Source: an optimization exercise on an open RTL-to-GDS flow (aim: small area). Production flows keep margins and buffers that such runs may drop. RTL that was checked went through simulation tests only; none was proved equivalent to the original.

==> job 8095: inputs <==
==> flow/design.v (excerpt) <==
module text_playback_top (
    input  logic                              CLK100MHZ,
    input  logic                              rst,
    input  logic                              rxd,
    input  logic                              play_msg,
    input  logic                              play_capture,
    output logic                              txd,
    output logic                              tx_busy,
    output logic                              rx_busy,
    output logic [playback_pkg::CNT_W-1:0]    bytes_loaded
);
==> flow/config.mk <==
export PLATFORM = sky130hd
export DESIGN_NAME = text_playback_top
export DESIGN_NICKNAME = text_playback_top
export VERILOG_FILES = /design/flow/design.v
export SDC_FILE = /design/flow/constraint.sdc
export NUM_CORES = 4
export LEC_CHECK = 0
export ABC_AREA = 1
export CAP_MARGIN = 20
export CORE_MARGIN = 2
export CORE_UTILIZATION = 70
export SLEW_MARGIN = 20
==> flow/constraint.sdc <==
create_clock -name core_clock -period 10.0 [get_ports {CLK100MHZ}]
set_input_delay 2.0000 -clock core_clock [delete_from_list [all_inputs] [get_ports {CLK100MHZ}]]
set_output_delay 2.0000 -clock core_clock [all_outputs]
set_load 0.01 [all_outputs]
standard.sh (not shown) runs the stock make flow with config.mk's settings and CLKGATE_MAP_FILE= SYNTH_SCRIPT=/design/flow/synth_recipe.tcl, a recipe that flattens the netlist after the stock synthesis.
==> flow/flow/run.sh <==
#!/bin/bash
# Standard layout with two changes:
# - synthesis maps the logic with an area-only ABC script (no buffering or
#   sizing there; the placer's repair handles drive strengths), otherwise
#   the standard flow's synthesis script unchanged;
# - a leaner clock tree: no dummy loads for balancing, mid-size clock
#   buffers, and single-drive buffers on the ports.
set -euo pipefail
W=$(pwd)
cat > my_synth.tcl <<EOF
proc abc {args} {
  set i [lsearch -exact \$args -script]
  if { \$i >= 0 && [string match *abc_*.script [lindex \$args [expr {\$i + 1}]]] && ![string match *retime* [lindex \$args [expr {\$i + 1}]]] } {
    set args [lreplace \$args \$i [expr {\$i + 1}] -script $W/flow/abc_area_only.script]
    set j [lsearch -exact \$args -D]
    if { \$j >= 0 } { set args [lreplace \$args \$j [expr {\$j + 1}]] }
  }
  yosys abc {*}\$args
}
EOF
cat synth_recipe.tcl >> my_synth.tcl
# The standard flow's make command, run for synthesis with the script above
MK=$(grep '^make ' standard.sh | sed -e "s#SYNTH_SCRIPT=[^ ]*#SYNTH_SCRIPT=$W/my_synth.tcl#" -e 's#"${@:-finish}"#synth#')
eval "$MK" > synth.log 2>&1
export CTS_ARGS="-sink_clustering_enable -repair_clock_nets -dont_use_dummy_load -buf_list sky130_fd_sc_hd__clkbuf_4 -root_buf sky130_fd_sc_hd__clkbuf_16 -sink_clustering_size 10 -sink_clustering_max_diameter 40"
export BUFFER_PORTS_ARGS="-buffer_cell sky130_fd_sc_hd__buf_1"
bash standard.sh > standard.log 2>&1
==> flow/flow/abc_area_only.script <==
strash; &get -n; &deepsyn -T 30; &put; dc2; dch -f; amap; topo
==> job 203 (differences from job 8095) <==
--- a/flow/design.v
+++ b/flow/design.v
@@ -20,26 +20,26 @@
         CAP_DONE      
     } ctrl_state_t;
 endpackage
 `timescale 1ns/1ps
 module uart_rx (
     input  logic                              CLK100MHZ,
     input  logic                              rst,
     input  logic                              rxd,
-    output logic [playback_pkg::DATA_W-1:0]   rx_byte,     
+    output logic [playback_pkg::DATA_W-1:0]   rx_byte,
     output logic                              rx_strobe,
     output logic                              rx_busy
 );
     logic rx_meta;
     logic rx_sync;
     logic rx_prev;                                           
     logic [playback_pkg::CLK_CNT_W-1:0]        clk_cnt;
     logic [$clog2(playback_pkg::DATA_W+3)-1:0] bit_idx;    
-    logic [playback_pkg::DATA_W-1:0]           shift;    
+    logic [playback_pkg::DATA_W-1:0]           shift;
     logic                                      bit_end;
     assign bit_end = (clk_cnt == playback_pkg::CLK_CNT_W'(playback_pkg::CLKS_PER_BIT - 1));
     always_ff @(posedge CLK100MHZ) begin
         if (rst) begin
             rx_meta <= 1'b1;   
             rx_sync <= 1'b1;
             rx_prev <= 1'b1;
         end else begin
@@ -73,21 +73,23 @@
                 end else if (bit_idx == playback_pkg::DATA_W + 2) begin
                     rx_busy <= 1'b0;   
                 end
             end else begin
                 clk_cnt <= clk_cnt + 1'b1;
             end
         end
     end
-    assign rx_byte = shift;
     always_ff @(posedge CLK100MHZ) begin
         if (rx_busy && bit_end && bit_idx != 0 && bit_idx <= playback_pkg::DATA_W) begin
             shift <= {rx_sync, shift[playback_pkg::DATA_W-1:1]};
         end
+        if (rx_busy && bit_end && bit_idx == playback_pkg::DATA_W + 1) begin
+            rx_byte <= shift;
+        end
     end
 endmodule
 `timescale 1ns/1ps
 module uart_tx (
     input  logic                              CLK100MHZ,
     input  logic                              rst,
     input  logic                              tx_send,
     input  logic [playback_pkg::DATA_W-1:0]   tx_data,
@@ -128,127 +130,131 @@
     input  logic                              CLK100MHZ,
     input  logic [playback_pkg::MSG_AW-1:0]   msg_addr,
     output logic [playback_pkg::DATA_W-1:0]   msg_byte
 );
     logic [playback_pkg::DATA_W-1:0] mem [playback_pkg::MSG_DEPTH];
     initial begin
         $readmemh("message.hex", mem);
     end
-    always_comb begin
-        msg_byte = '0;
-        for (int i = 0; i < playback_pkg::MSG_DEPTH; i++) begin
-            msg_byte = msg_byte | (mem[i] & {playback_pkg::DATA_W{msg_addr == playback_pkg::MSG_AW'(i)}});
-        end
-    end
+    assign msg_byte = mem[msg_addr];
 endmodule
 `timescale 1ns/1ps
 module capture_buffer (
     input  logic                              CLK100MHZ,
     input  logic                              rst,
     input  logic                              rxd,
-    input  logic [playback_pkg::CAP_AW-1:0]   cap_key,     
+    input  logic [playback_pkg::CAP_AW-1:0]   cap_addr,
+    input  logic                              cap_last,    
     input  logic                              cap_clear,
     output logic [playback_pkg::DATA_W-1:0]   cap_byte,
     output logic [playback_pkg::CNT_W-1:0]    cap_count,
     output logic                              rx_busy
 );
     localparam int W    = playback_pkg::DATA_W;
     localparam int LW   = playback_pkg::RING_LW;             
     localparam int LN   = 1 << LW;                           
     localparam int GW   = playback_pkg::CAP_AW - LW;         
     localparam int S    = 1 << GW;                           
     localparam int SW   = W * LN;                            
     logic [W-1:0]                    rx_byte;
     logic                            rx_strobe;
     logic [playback_pkg::CAP_AW-1:0] wr_ptr;
+    logic [playback_pkg::CAP_AW-1:0] wr_last;    
     logic                            full;
     logic                            wr_en;
     logic [SW*S-1:0]                 ring;        
     logic [SW-1:0]                   ring_in;     
     logic [GW-1:0]                   phase;       
-    logic [W-1:0]                    new_byte;    
-    logic                            new_go;
+    logic                            pend;        
+    logic                            pend_go;
     logic [W-1:0]                    rd_byte;
     uart_rx u_rx (
         .CLK100MHZ (CLK100MHZ),
         .rst       (rst),
         .rxd       (rxd),
         .rx_byte   (rx_byte),
         .rx_strobe (rx_strobe),
         .rx_busy   (rx_busy)
     );
     assign wr_ptr  = cap_count[playback_pkg::CAP_AW-1:0];
+    assign wr_last = wr_ptr - 1'b1;
     assign full    = cap_count[playback_pkg::CAP_AW];
     assign wr_en   = rx_strobe && !full && !cap_clear;   
     always_ff @(posedge CLK100MHZ) begin
         if (rst || cap_clear) begin
             cap_count <= '0;
         end else if (wr_en) begin
             cap_count <= cap_count + 1'b1;
         end
     end
     always_ff @(posedge CLK100MHZ) begin
         if (rst) begin
             phase <= '0;
         end else begin
             phase <= phase + 1'b1;
         end
     end
-    assign new_go = (phase == wr_ptr[GW-1:0]);
+    assign pend_go = pend && (phase == wr_last[GW-1:0]);
     always_comb begin
         ring_in = ring[SW*(S-1) +: SW];
         for (int l = 0; l < LN; l++) begin
-            if (new_go && wr_ptr[playback_pkg::CAP_AW-1:GW] == LW'(l)) begin
-                ring_in[W*l +: W] = new_byte;
+            if (pend_go && wr_last[playback_pkg::CAP_AW-1:GW] == LW'(l)) begin
+                ring_in[W*l +: W] = rx_byte;
             end
         end
     end
     always_ff @(posedge CLK100MHZ) begin
         ring <= {ring[SW*(S-1)-1:0], ring_in};
     end
     always_ff @(posedge CLK100MHZ) begin
-        if (wr_en) begin
-            new_byte <= rx_byte;
+        if (rst || cap_clear) begin
+            pend <= 1'b0;
+        end else if (wr_en) begin
+            pend <= 1'b1;
+        end else if (pend_go) begin
+            pend <= 1'b0;
         end
     end
     always_ff @(posedge CLK100MHZ) begin
-        if (phase == cap_key[GW-1:0]) begin
-            rd_byte <= ring_in[W*cap_key[playback_pkg::CAP_AW-1:GW] +: W];
+        if (phase == cap_addr[GW-1:0]) begin
+            rd_byte <= ring_in[W*cap_addr[playback_pkg::CAP_AW-1:GW] +: W];
         end
     end
-    assign cap_byte = (cap_key == wr_ptr) ? new_byte : rd_byte;
+    assign cap_byte = (pend && cap_last) ? rx_byte : rd_byte;
 endmodule
 `timescale 1ns/1ps
 module playback_ctrl (
     input  logic                              CLK100MHZ,
     input  logic                              rst,
     input  logic                              play_msg,
     input  logic                              play_capture,
     input  logic [playback_pkg::DATA_W-1:0]   msg_byte,
     input  logic [playback_pkg::DATA_W-1:0]   cap_byte,
     input  logic [playback_pkg::CNT_W-1:0]    cap_count,
     output logic [playback_pkg::MSG_AW-1:0]   msg_addr,
-    output logic [playback_pkg::CAP_AW-1:0]   cap_key,     
+    output logic [playback_pkg::CAP_AW-1:0]   cap_addr,
+    output logic                              cap_last,
     output logic                              cap_clear,
     output logic                              txd,
     output logic                              tx_busy
 );
     playback_pkg::ctrl_state_t state;
     playback_pkg::ctrl_state_t state_nxt;
     logic [playback_pkg::CNT_W-1:0]  ptr;
     logic [playback_pkg::CNT_W-1:0]  ptr_inc;
     logic                            cap_mode;
     logic                            tx_send;
     logic [playback_pkg::DATA_W-1:0] tx_data;
     logic                            msg_end;
     assign ptr_inc  = ptr + 1'b1;
     assign cap_mode = (state == playback_pkg::CAP_READ) || (state == playback_pkg::CAP_SEND);
     assign msg_addr = ptr[playback_pkg::MSG_AW-1:0];
-    assign cap_key  = cap_mode ? ptr_inc[playback_pkg::CAP_AW-1:0] : playback_pkg::CAP_AW'(1);
+    assign cap_addr = cap_mode ? ptr[playback_pkg::CAP_AW-1:0] : '0;
+    assign cap_last = (ptr_inc[playback_pkg::CAP_AW-1:0] == cap_count[playback_pkg::CAP_AW-1:0]);
     assign msg_end  = ptr[playback_pkg::MSG_AW];   
     assign tx_data  = (state == playback_pkg::CAP_READ) ? cap_byte : msg_byte;
     assign cap_clear = (state == playback_pkg::CAP_DONE);
     uart_tx u_tx (
         .CLK100MHZ (CLK100MHZ),
         .rst       (rst),
         .tx_send   (tx_send),
         .tx_data   (tx_data),
@@ -318,41 +324,44 @@
     input  logic                              play_capture,
     output logic                              txd,
     output logic                              tx_busy,
     output logic                              rx_busy,
     output logic [playback_pkg::CNT_W-1:0]    bytes_loaded
 );
     logic [playback_pkg::MSG_AW-1:0] msg_addr;
     logic [playback_pkg::DATA_W-1:0] msg_byte;
-    logic [playback_pkg::CAP_AW-1:0] cap_key;
+    logic [playback_pkg::CAP_AW-1:0] cap_addr;
     logic [playback_pkg::DATA_W-1:0] cap_byte;
+    logic                            cap_last;
     logic                            cap_clear;
     message_rom u_msg_rom (
         .CLK100MHZ (CLK100MHZ),
         .msg_addr  (msg_addr),
         .msg_byte  (msg_byte)
     );
     capture_buffer u_cap_buf (
         .CLK100MHZ (CLK100MHZ),
         .rst       (rst),
         .rxd       (rxd),
-        .cap_key   (cap_key),
+        .cap_addr  (cap_addr),
+        .cap_last  (cap_last),
         .cap_clear (cap_clear),
         .cap_byte  (cap_byte),
         .cap_count (bytes_loaded),   
         .rx_busy   (rx_busy)
     );
     playback_ctrl u_ctrl (
         .CLK100MHZ    (CLK100MHZ),
         .rst          (rst),
         .play_msg     (play_msg),
         .play_capture (play_capture),
         .msg_byte     (msg_byte),
         .cap_byte     (cap_byte),
         .cap_count    (bytes_loaded),
         .msg_addr     (msg_addr),
-        .cap_key      (cap_key),
+        .cap_addr     (cap_addr),
+        .cap_last     (cap_last),
         .cap_clear    (cap_clear),
         .txd          (txd),
         .tx_busy      (tx_busy)
     );
 endmodule
==> flow/flow/run.sh (replaced) <==
#!/bin/bash
# Standard layout with a leaner clock tree: no dummy loads for balancing,
# mid-size clock buffers, and single-drive buffers on the ports.
cp standard.sh standard_sh.txt 2>/dev/null
export CTS_ARGS="-sink_clustering_enable -repair_clock_nets -dont_use_dummy_load -buf_list sky130_fd_sc_hd__clkbuf_8 -sink_clustering_size 20 -sink_clustering_max_diameter 40"
export BUFFER_PORTS_ARGS="-buffer_cell sky130_fd_sc_hd__buf_1"
bash standard.sh > standard.log 2>&1
==> flow/config.mk (replaced) <==
export PLATFORM = sky130hd
export DESIGN_NAME = text_playback_top
export DESIGN_NICKNAME = text_playback_top
export VERILOG_FILES = /design/flow/design.v
export SDC_FILE = /design/flow/constraint.sdc
export NUM_CORES = 4
export LEC_CHECK = 0
export CAP_MARGIN = 20
export CORE_MARGIN = 2
export CORE_UTILIZATION = 60
export SLEW_MARGIN = 20
removed: flow/flow/abc_area_only.script
==> job 4194 (differences from job 8095) <==
--- a/flow/design.v
+++ b/flow/design.v
@@ -20,26 +20,26 @@
         CAP_DONE      
     } ctrl_state_t;
 endpackage
 `timescale 1ns/1ps
 module uart_rx (
     input  logic                              CLK100MHZ,
     input  logic                              rst,
     input  logic                              rxd,
-    output logic [playback_pkg::DATA_W-1:0]   rx_byte,     
+    output logic [playback_pkg::DATA_W-1:0]   rx_byte,
     output logic                              rx_strobe,
     output logic                              rx_busy
 );
     logic rx_meta;
     logic rx_sync;
     logic rx_prev;                                           
     logic [playback_pkg::CLK_CNT_W-1:0]        clk_cnt;
     logic [$clog2(playback_pkg::DATA_W+3)-1:0] bit_idx;    
-    logic [playback_pkg::DATA_W-1:0]           shift;    
+    logic [playback_pkg::DATA_W-1:0]           shift;
     logic                                      bit_end;
     assign bit_end = (clk_cnt == playback_pkg::CLK_CNT_W'(playback_pkg::CLKS_PER_BIT - 1));
     always_ff @(posedge CLK100MHZ) begin
         if (rst) begin
             rx_meta <= 1'b1;   
             rx_sync <= 1'b1;
             rx_prev <= 1'b1;
         end else begin
@@ -73,21 +73,23 @@
                 end else if (bit_idx == playback_pkg::DATA_W + 2) begin
                     rx_busy <= 1'b0;   
                 end
             end else begin
                 clk_cnt <= clk_cnt + 1'b1;
             end
         end
     end
-    assign rx_byte = shift;
     always_ff @(posedge CLK100MHZ) begin
         if (rx_busy && bit_end && bit_idx != 0 && bit_idx <= playback_pkg::DATA_W) begin
             shift <= {rx_sync, shift[playback_pkg::DATA_W-1:1]};
         end
+        if (rx_busy && bit_end && bit_idx == playback_pkg::DATA_W + 1) begin
+            rx_byte <= shift;
+        end
     end
 endmodule
 `timescale 1ns/1ps
 module uart_tx (
     input  logic                              CLK100MHZ,
     input  logic                              rst,
     input  logic                              tx_send,
     input  logic [playback_pkg::DATA_W-1:0]   tx_data,
@@ -128,127 +130,131 @@
     input  logic                              CLK100MHZ,
     input  logic [playback_pkg::MSG_AW-1:0]   msg_addr,
     output logic [playback_pkg::DATA_W-1:0]   msg_byte
 );
     logic [playback_pkg::DATA_W-1:0] mem [playback_pkg::MSG_DEPTH];
     initial begin
         $readmemh("message.hex", mem);
     end
-    always_comb begin
-        msg_byte = '0;
-        for (int i = 0; i < playback_pkg::MSG_DEPTH; i++) begin
-            msg_byte = msg_byte | (mem[i] & {playback_pkg::DATA_W{msg_addr == playback_pkg::MSG_AW'(i)}});
-        end
-    end
+    assign msg_byte = mem[msg_addr];
 endmodule
 `timescale 1ns/1ps
 module capture_buffer (
     input  logic                              CLK100MHZ,
     input  logic                              rst,
     input  logic                              rxd,
-    input  logic [playback_pkg::CAP_AW-1:0]   cap_key,     
+    input  logic [playback_pkg::CAP_AW-1:0]   cap_addr,
+    input  logic                              cap_last,    
     input  logic                              cap_clear,
     output logic [playback_pkg::DATA_W-1:0]   cap_byte,
     output logic [playback_pkg::CNT_W-1:0]    cap_count,
     output logic                              rx_busy
 );
     localparam int W    = playback_pkg::DATA_W;
     localparam int LW   = playback_pkg::RING_LW;             
     localparam int LN   = 1 << LW;                           
     localparam int GW   = playback_pkg::CAP_AW - LW;         
     localparam int S    = 1 << GW;                           
     localparam int SW   = W * LN;                            
     logic [W-1:0]                    rx_byte;
     logic                            rx_strobe;
     logic [playback_pkg::CAP_AW-1:0] wr_ptr;
+    logic [playback_pkg::CAP_AW-1:0] wr_last;    
     logic                            full;
     logic                            wr_en;
     logic [SW*S-1:0]                 ring;        
     logic [SW-1:0]                   ring_in;     
     logic [GW-1:0]                   phase;       
-    logic [W-1:0]                    new_byte;    
-    logic                            new_go;
+    logic                            pend;        
+    logic                            pend_go;
     logic [W-1:0]                    rd_byte;
     uart_rx u_rx (
         .CLK100MHZ (CLK100MHZ),
         .rst       (rst),
         .rxd       (rxd),
         .rx_byte   (rx_byte),
         .rx_strobe (rx_strobe),
         .rx_busy   (rx_busy)
     );
     assign wr_ptr  = cap_count[playback_pkg::CAP_AW-1:0];
+    assign wr_last = wr_ptr - 1'b1;
     assign full    = cap_count[playback_pkg::CAP_AW];
     assign wr_en   = rx_strobe && !full && !cap_clear;   
     always_ff @(posedge CLK100MHZ) begin
         if (rst || cap_clear) begin
             cap_count <= '0;
         end else if (wr_en) begin
             cap_count <= cap_count + 1'b1;
         end
     end
     always_ff @(posedge CLK100MHZ) begin
         if (rst) begin
             phase <= '0;
         end else begin
             phase <= phase + 1'b1;
         end
     end
-    assign new_go = (phase == wr_ptr[GW-1:0]);
+    assign pend_go = pend && (phase == wr_last[GW-1:0]);
     always_comb begin
         ring_in = ring[SW*(S-1) +: SW];
         for (int l = 0; l < LN; l++) begin
-            if (new_go && wr_ptr[playback_pkg::CAP_AW-1:GW] == LW'(l)) begin
-                ring_in[W*l +: W] = new_byte;
+            if (pend_go && wr_last[playback_pkg::CAP_AW-1:GW] == LW'(l)) begin
+                ring_in[W*l +: W] = rx_byte;
             end
         end
     end
     always_ff @(posedge CLK100MHZ) begin
         ring <= {ring[SW*(S-1)-1:0], ring_in};
     end
     always_ff @(posedge CLK100MHZ) begin
-        if (wr_en) begin
-            new_byte <= rx_byte;
+        if (rst || cap_clear) begin
+            pend <= 1'b0;
+        end else if (wr_en) begin
+            pend <= 1'b1;
+        end else if (pend_go) begin
+            pend <= 1'b0;
         end
     end
     always_ff @(posedge CLK100MHZ) begin
-        if (phase == cap_key[GW-1:0]) begin
-            rd_byte <= ring_in[W*cap_key[playback_pkg::CAP_AW-1:GW] +: W];
+        if (phase == cap_addr[GW-1:0]) begin
+            rd_byte <= ring_in[W*cap_addr[playback_pkg::CAP_AW-1:GW] +: W];
         end
     end
-    assign cap_byte = (cap_key == wr_ptr) ? new_byte : rd_byte;
+    assign cap_byte = (pend && cap_last) ? rx_byte : rd_byte;
 endmodule
 `timescale 1ns/1ps
 module playback_ctrl (
     input  logic                              CLK100MHZ,
     input  logic                              rst,
     input  logic                              play_msg,
     input  logic                              play_capture,
     input  logic [playback_pkg::DATA_W-1:0]   msg_byte,
     input  logic [playback_pkg::DATA_W-1:0]   cap_byte,
     input  logic [playback_pkg::CNT_W-1:0]    cap_count,
     output logic [playback_pkg::MSG_AW-1:0]   msg_addr,
-    output logic [playback_pkg::CAP_AW-1:0]   cap_key,     
+    output logic [playback_pkg::CAP_AW-1:0]   cap_addr,
+    output logic                              cap_last,
     output logic                              cap_clear,
     output logic                              txd,
     output logic                              tx_busy
 );
     playback_pkg::ctrl_state_t state;
     playback_pkg::ctrl_state_t state_nxt;
     logic [playback_pkg::CNT_W-1:0]  ptr;
     logic [playback_pkg::CNT_W-1:0]  ptr_inc;
     logic                            cap_mode;
     logic                            tx_send;
     logic [playback_pkg::DATA_W-1:0] tx_data;
     logic                            msg_end;
     assign ptr_inc  = ptr + 1'b1;
     assign cap_mode = (state == playback_pkg::CAP_READ) || (state == playback_pkg::CAP_SEND);
     assign msg_addr = ptr[playback_pkg::MSG_AW-1:0];
-    assign cap_key  = cap_mode ? ptr_inc[playback_pkg::CAP_AW-1:0] : playback_pkg::CAP_AW'(1);
+    assign cap_addr = cap_mode ? ptr[playback_pkg::CAP_AW-1:0] : '0;
+    assign cap_last = (ptr_inc[playback_pkg::CAP_AW-1:0] == cap_count[playback_pkg::CAP_AW-1:0]);
     assign msg_end  = ptr[playback_pkg::MSG_AW];   
     assign tx_data  = (state == playback_pkg::CAP_READ) ? cap_byte : msg_byte;
     assign cap_clear = (state == playback_pkg::CAP_DONE);
     uart_tx u_tx (
         .CLK100MHZ (CLK100MHZ),
         .rst       (rst),
         .tx_send   (tx_send),
         .tx_data   (tx_data),
@@ -318,41 +324,44 @@
     input  logic                              play_capture,
     output logic                              txd,
     output logic                              tx_busy,
     output logic                              rx_busy,
     output logic [playback_pkg::CNT_W-1:0]    bytes_loaded
 );
     logic [playback_pkg::MSG_AW-1:0] msg_addr;
     logic [playback_pkg::DATA_W-1:0] msg_byte;
-    logic [playback_pkg::CAP_AW-1:0] cap_key;
+    logic [playback_pkg::CAP_AW-1:0] cap_addr;
     logic [playback_pkg::DATA_W-1:0] cap_byte;
+    logic                            cap_last;
     logic                            cap_clear;
     message_rom u_msg_rom (
         .CLK100MHZ (CLK100MHZ),
         .msg_addr  (msg_addr),
         .msg_byte  (msg_byte)
     );
     capture_buffer u_cap_buf (
         .CLK100MHZ (CLK100MHZ),
         .rst       (rst),
         .rxd       (rxd),
-        .cap_key   (cap_key),
+        .cap_addr  (cap_addr),
+        .cap_last  (cap_last),
         .cap_clear (cap_clear),
         .cap_byte  (cap_byte),
         .cap_count (bytes_loaded),   
         .rx_busy   (rx_busy)
     );
     playback_ctrl u_ctrl (
         .CLK100MHZ    (CLK100MHZ),
         .rst          (rst),
         .play_msg     (play_msg),
         .play_capture (play_capture),
         .msg_byte     (msg_byte),
         .cap_byte     (cap_byte),
         .cap_count    (bytes_loaded),
         .msg_addr     (msg_addr),
-        .cap_key      (cap_key),
+        .cap_addr     (cap_addr),
+        .cap_last     (cap_last),
         .cap_clear    (cap_clear),
         .txd          (txd),
         .tx_busy      (tx_busy)
     );
 endmodule
==> flow/run.sh (new file) <==
#!/bin/bash
# synth_recipe.tcl (not shown) runs the flow's synth.tcl, then flattens the netlist and writes it again
# the make line also repeats each setting of config.mk as NAME=value (left out here)
make -C /OpenROAD-flow-scripts/flow DESIGN_CONFIG=/design/flow/config.mk WORK_HOME=/design/flow/orfs CLKGATE_MAP_FILE= SYNTH_SCRIPT=/design/flow/synth_recipe.tcl finish
==> flow/config.mk (replaced) <==
export PLATFORM = sky130hd
export DESIGN_NAME = text_playback_top
export DESIGN_NICKNAME = text_playback_top
export VERILOG_FILES = /design/flow/design.v
export SDC_FILE = /design/flow/constraint.sdc
export NUM_CORES = 4
export LEC_CHECK = 0
export CAP_MARGIN = 20
export CORE_MARGIN = 2
export CORE_UTILIZATION = 60
export CTS_BUF_LIST = sky130_fd_sc_hd__clkbuf_8
export CTS_CLUSTER_DIAMETER = 40
export CTS_CLUSTER_SIZE = 20
export SLEW_MARGIN = 20
removed: flow/flow/run.sh
removed: flow/flow/abc_area_only.script
removed: flow/standard.sh
==> notes.md <==
Hold slack, lowest first: job 8095, job 203, job 4194. Between job 4194 and job 203, the lower via count is in job 203 (gap about 1%, measured against job 203). Of job 8095 and job 4194, job 4194 has the higher flip-flop and latch count (gap 8). Of job 8095 and job 203, job 203 has the higher synthesized cell count (gap 4.2%, measured against job 203).
For job 203 and job 4194, only the layout was checked, not whether the RTL still works.

==> re-timing with driven ports <==
How much do the figures lean on ideal ports? The routed layouts below were timed once more, with nothing changed but the port constraints. Step 1: set_driving_cell puts a clkbuf_16 on CLK100MHZ and a buf_2 on each other input, an assumption about the parent block. Step 2 also shifts input and output timing later by t, the mid clock arrival at the registers, as if the neighbouring blocks saw the same clock. a / b / c = ideal ports / drivers / drivers and shift; a / b = the first two.
run | t, ns | setup slack, ns | worst slew at a driven data input, ns
job 8095 | 0.772 | 5.725 / 5.725 / 5.725 | 0.03
job 203 | 0.794 | 6.348 / 6.288 / 6.258 | 0.03
job 4194 | 0.845 | 5.764 / 5.704 / 5.896 | 0.03
After both steps setup and hold are still met in every run listed. The setup slack of job 203, which loses most, moves by -0.060 ns with the drivers and by -0.090 ns with both steps.
